Context: an optimization exercise on an open-source flow, tuned for small area, a short achievable clock period and few clock cycles per item. The choices shown serve that exercise and are no tape-out recipe.
In this exercise RTL edits were held to simulation tests only and were not proved equivalent to the original.

Setup of beta:
==> flow/design.v <==
package ftss_pkg;
    localparam int FTSS_SECTOR_BYTES      = 512;
    localparam int FTSS_FILE_SECTOR_LIMIT = 32;
    localparam int FTSS_QUEUE_DEPTH       = 2;
    localparam int STATUS_W = 3;
    localparam int FILE_W   = 16;
    localparam int OFFSET_W = 9;
    localparam int COUNT_W  = 10;
    localparam int ADDR_W   = 4;
    typedef enum logic [STATUS_W-1:0] {
        ST_CHUNK   = 3'd0,
        ST_EMPTY   = 3'd1,
        ST_NOSPACE = 3'd2,
        ST_BADPOS  = 3'd3,
        ST_ERASED  = 3'd4
    } status_t;
    typedef enum logic [1:0] {
        REG_ERASED = 2'd0,
        REG_SPF    = 2'd1,
        REG_MAIN   = 2'd2,
        REG_BACKUP = 2'd3
    } reg_index_t;
endpackage
import ftss_pkg::*;
module file_transfer_sector_splitter
#(
    parameter int SECTOR_BYTES      = FTSS_SECTOR_BYTES,
    parameter int FILE_SECTOR_LIMIT = FTSS_FILE_SECTOR_LIMIT
) (
    input  logic                aclk,
    input  logic                aresetn,
    input  logic                psel,
    input  logic                penable,
    input  logic                pwrite,
    input  logic [ADDR_W-1:0]   paddr,
    input  logic [31:0]         pwdata,
    output logic [31:0]         prdata,
    output logic                pready,
    input  logic                s_valid,
    output logic                s_ready,
    input  logic                s_req_type,
    input  logic [FILE_W-1:0]   s_file_index,
    input  logic signed [31:0]  s_position,
    input  logic [31:0]         s_transfer_length,
    output logic                m_valid,
    input  logic                m_ready,
    output logic [STATUS_W-1:0] m_status,
    output logic [31:0]         m_physical_sector,
    output logic [OFFSET_W-1:0] m_sector_offset,
    output logic [COUNT_W-1:0]  m_chunk_bytes,
    output logic                m_last
);
    logic        erased_reg;
    logic [5:0]  spf_reg;
    logic [31:0] main_reg;
    logic [31:0] backup_reg;
    logic        cfg_write;
    logic [1:0]  cfg_index;
    assign pready    = 1'b1;
    assign cfg_write = psel && penable && pwrite;
    assign cfg_index = paddr[3:2];
    always_ff @(posedge aclk) begin
        if (!aresetn) begin
            erased_reg <= 1'b0;
            spf_reg    <= 6'd1;
            main_reg   <= 32'd0;
            backup_reg <= 32'd1;
        end else if (cfg_write) begin
            unique case (cfg_index)
                REG_ERASED: erased_reg <= pwdata[0];
                REG_SPF:    spf_reg    <= pwdata[5:0];
                REG_MAIN:   main_reg   <= pwdata;
                REG_BACKUP: backup_reg <= pwdata;
                default:    erased_reg <= erased_reg;
            endcase
        end
    end
    always_comb begin
        unique case (cfg_index)
            REG_ERASED: prdata = {31'd0, erased_reg};
            REG_SPF:    prdata = {26'd0, spf_reg};
            REG_MAIN:   prdata = main_reg;
            REG_BACKUP: prdata = backup_reg;
            default:    prdata = '0;
        endcase
    end
    logic        a_big, b_big, cfg_eq;
    always_comb begin
        a_big  = |main_reg[31:22];
        b_big  = |backup_reg[31:22];
        cfg_eq = main_reg == backup_reg;
    end
    logic [5:0]          spf_e;
    logic                pos_oob;
    logic [STATUS_W-1:0] in_status;
    logic [15:0]         in_sum;
    logic [14:0]         in_end;
    logic [20:0]         in_s0;
    logic [20:0]         pp0, pp1, pp2, pp3, pp4, pp5;
    logic [41:0]         cs1, cs2, cs3, cs4;
    function automatic logic [41:0] csa(input logic [20:0] x, input logic [20:0] y,
                                        input logic [20:0] z);
        logic [20:0] sum, cry;
        sum = x ^ y ^ z;
        cry = {((x[19:0] & y[19:0]) | (x[19:0] & z[19:0]) | (y[19:0] & z[19:0])), 1'b0};
        csa = {cry, sum};
    endfunction
    logic                r_valid;
    logic [STATUS_W-1:0] r_status;
    logic [20:0]         r_s0;
    logic [13:0]         r_pos;
    logic [14:0]         r_end;
    logic                o_take;
    always_comb begin
        spf_e   = spf_reg[5] ? 6'd32 : {1'b0, spf_reg[4:0]};
        pos_oob = (|s_position[30:14]) || ({1'b0, s_position[13:9]} >= spf_e);
        if (erased_reg)
            in_status = ST_ERASED;
        else if (s_position[31])
            in_status = ST_BADPOS;
        else if (pos_oob)
            in_status = s_req_type ? ST_NOSPACE : ST_EMPTY;
        else if (s_transfer_length == 32'd0)
            in_status = ST_EMPTY;
        else
            in_status = ST_CHUNK;
        in_sum = {2'b00, s_position[13:0]} + {1'b0, s_transfer_length[14:0]};
        in_end = ((|s_transfer_length[31:15]) || (in_sum[15:9] >= {1'b0, spf_e}))
               ? {spf_e, 9'd0} : in_sum[14:0];
        pp0 = {5'd0, s_file_index & {16{spf_e[0]}}};
        pp1 = {4'd0, s_file_index & {16{spf_e[1]}}, 1'b0};
        pp2 = {3'd0, s_file_index & {16{spf_e[2]}}, 2'b0};
        pp3 = {2'd0, s_file_index & {16{spf_e[3]}}, 3'b0};
        pp4 = spf_e[5] ? {s_file_index, 5'd0} : {1'd0, s_file_index & {16{spf_e[4]}}, 4'b0};
        pp5 = {16'd0, s_position[13:9]};
        cs1    = csa(pp0, pp1, pp2);
        cs2    = csa(pp3, pp4, pp5);
        cs3    = csa(cs1[20:0], cs1[41:21], cs2[20:0]);
        cs4    = csa(cs3[20:0], cs3[41:21], cs2[41:21]);
        in_s0  = cs4[20:0] + cs4[41:21];
    end
    assign s_ready = !r_valid || o_take;
    always_ff @(posedge aclk) begin
        if (!aresetn) begin
            r_valid <= 1'b0;
        end else if (s_valid && s_ready) begin
            r_valid <= 1'b1;
        end else if (o_take) begin
            r_valid <= 1'b0;
        end
    end
    always_ff @(posedge aclk) begin
        if (s_valid && s_ready) begin
            r_status <= in_status;
            r_s0     <= in_s0;
            r_pos    <= s_position[13:0];
            r_end    <= in_end;
        end
    end
    logic                o_valid;
    logic [STATUS_W-1:0] o_status;
    logic [21:0]         o_sector;
    logic [13:0]         o_pos;      
    logic [4:0]          o_ke;       
    logic [9:0]          o_lb;       
    logic                o_more;     
    logic                o_last;
    logic [9:0]          o_top;
    always_comb begin
        o_last = !o_more;
        o_top  = o_last ? o_lb : 10'd512;
    end
    logic                sx_step;
    logic [21:0]         sx_x;
    logic [22:0]         sx_da, sx_db;
    logic                sx_a_ge, sx_b_ge, sx_a_m1, sx_b_m1, sx_a_m2, sx_b_m2;
    logic                sx_g1, sx_g2, sx_e1, sx_f;
    logic [1:0]          sx_inc;
    logic [21:0]         sx_sector;
    always_comb begin
        sx_step = o_more;
        sx_x    = sx_step ? o_sector : {1'b0, r_s0};
        sx_da   = {1'b0, sx_x} - {1'b0, main_reg[21:0]};
        sx_db   = {1'b0, sx_x} - {1'b0, backup_reg[21:0]};
        sx_a_ge = !a_big && !sx_da[22];
        sx_b_ge = !b_big && !sx_db[22];
        sx_a_m1 = !a_big && (sx_da == 23'h7F_FFFF);
        sx_b_m1 = !b_big && (sx_db == 23'h7F_FFFF);
        sx_a_m2 = !a_big && (sx_da == 23'h7F_FFFE);
        sx_b_m2 = !b_big && (sx_db == 23'h7F_FFFE);
        sx_g1   = sx_a_ge || sx_b_ge;
        sx_g2   = cfg_eq ? sx_g1 : ((sx_a_ge || sx_a_m1) && (sx_b_ge || sx_b_m1));
        sx_e1   = sx_a_m1 || sx_b_m1;
        sx_f    = cfg_eq || sx_a_m2 || sx_b_m2;
        if (sx_step)
            sx_inc = sx_e1 ? (sx_f ? 2'd3 : 2'd2) : 2'd1;
        else
            sx_inc = {sx_g1 && sx_g2, sx_g1 ^ sx_g2};
        sx_sector = sx_x + {20'd0, sx_inc};
    end
    logic o_done, o_step;
    assign o_done = o_valid && m_ready && o_last;
    assign o_take = !o_valid || o_done;
    assign o_step = o_valid && m_ready && !o_last;
    always_ff @(posedge aclk) begin
        if (!aresetn) begin
            o_valid <= 1'b0;
            o_more  <= 1'b0;
        end else if (o_take) begin
            o_valid <= r_valid;
            o_more  <= r_valid && (r_status == ST_CHUNK)
                    && (5'(r_end[14:9] - {5'd0, r_end[8:0] == 9'd0}) != r_pos[13:9]);
        end else if (o_step) begin
            o_more  <= (o_ke != o_pos[13:9] + 5'd1);
        end
    end
    always_ff @(posedge aclk) begin
        if (o_take && r_valid) begin
            o_status <= r_status;
            if (r_status == ST_CHUNK) begin
                o_sector <= sx_sector;
                o_pos    <= r_pos;
                o_ke     <= 5'(r_end[14:9] - {5'd0, r_end[8:0] == 9'd0});
                o_lb     <= {r_end[8:0] == 9'd0, r_end[8:0]};
            end else begin
                o_sector <= '0;
                o_pos    <= '0;
                o_ke     <= '0;
                o_lb     <= '0;
            end
        end else if (o_step) begin
            o_sector <= sx_sector;
            o_pos    <= {o_pos[13:9] + 5'd1, 9'd0};
        end
    end
    assign m_valid           = o_valid;
    assign m_status          = o_status;
    assign m_physical_sector = {10'd0, o_sector};
    assign m_sector_offset   = o_pos[8:0];
    assign m_chunk_bytes     = o_top - {1'b0, o_pos[8:0]};
    assign m_last            = o_last;
endmodule
Settings: LEC_CHECK=0, ABC_AREA=1, CAP_MARGIN=20, CORE_MARGIN=2, CORE_UTILIZATION=40, SLEW_MARGIN=20; clock period 5.5 ns.
standard.sh (not shown) runs the stock make flow with config.mk's settings and CLKGATE_MAP_FILE= SYNTH_SCRIPT=/design/flow/synth_recipe.tcl, a recipe that flattens the netlist after the stock synthesis.
==> flow/flow/run.sh <==
#!/bin/bash
# The standard layout (standard.sh), with Yosys's adder-cell mapping turned off
# (ABC maps adders and comparators as plain logic) and the port buffers made as
# sky130_fd_sc_hd__buf_1 cells. Registers are those of the standard synthesis.
set -euo pipefail
bash standard.sh ADDER_MAP_FILE= "BUFFER_PORTS_ARGS=-buffer_cell sky130_fd_sc_hd__buf_1" finish > make_finish.log 2>&1
Testbench counts of beta, summed over its fixed seeds: cycles 49,244, requests 12,000.
[inputs] delta vs beta
--- a/flow/design.v
+++ b/flow/design.v
@@ -86,11 +86,11 @@
     end
     logic        a_big, b_big, cfg_eq;
     always_comb begin
         a_big  = |main_reg[31:22];
         b_big  = |backup_reg[31:22];
-        cfg_eq = main_reg == backup_reg;
+        cfg_eq = (a_big == b_big) && (main_reg[21:0] == backup_reg[21:0]);
     end
     logic [5:0]          spf_e;
     logic                pos_oob;
     logic [STATUS_W-1:0] in_status;
     logic [15:0]         in_sum;
## What came out
- delta finished all stages; the layout is clean.
- Post-synthesis to final-layout area growth: delta vs beta down 0.69 points
- The run showing the greater clock skew is beta.
- delta has final critical path time including I/O delays and setup above what beta had.
- delta — final critical-path share of the clock period 2.4 points higher, beta as reference
- Cell area after layout (lower): delta
- On area of the die, delta and beta are basically level.
Testbench counts of delta, summed over its fixed seeds: cycles 49,244, requests 12,000.

-- port drivers added, routing unchanged --
No port has a modelled driver above. Below, the same layouts with a new extraction and two added sets of constraints.
Step 1 assumes that a clkbuf_16 drives the clock port and a buf_2 every other input.
Step 2, shift: input delay + t, output delay - t, t = (earliest + latest rising clock arrival at the registers) / 2. This alone moves slack from input paths to output paths.
a / b / c = ideal ports / drivers / drivers and shift; a / b = the first two.
run | shift t [ns] | setup slack, ns | worst setup path after step 2 | worst slew at a driven data input, ns | cell pins on the clock port's net
beta | 0.504 | 0.759 / 0.759 / 0.759 | register to register | 0.07 | 1
delta | 0.498 | 0.626 / 0.626 / 0.626 | register to register | 0.08 | 1
After both steps setup and hold are still met in every run listed.
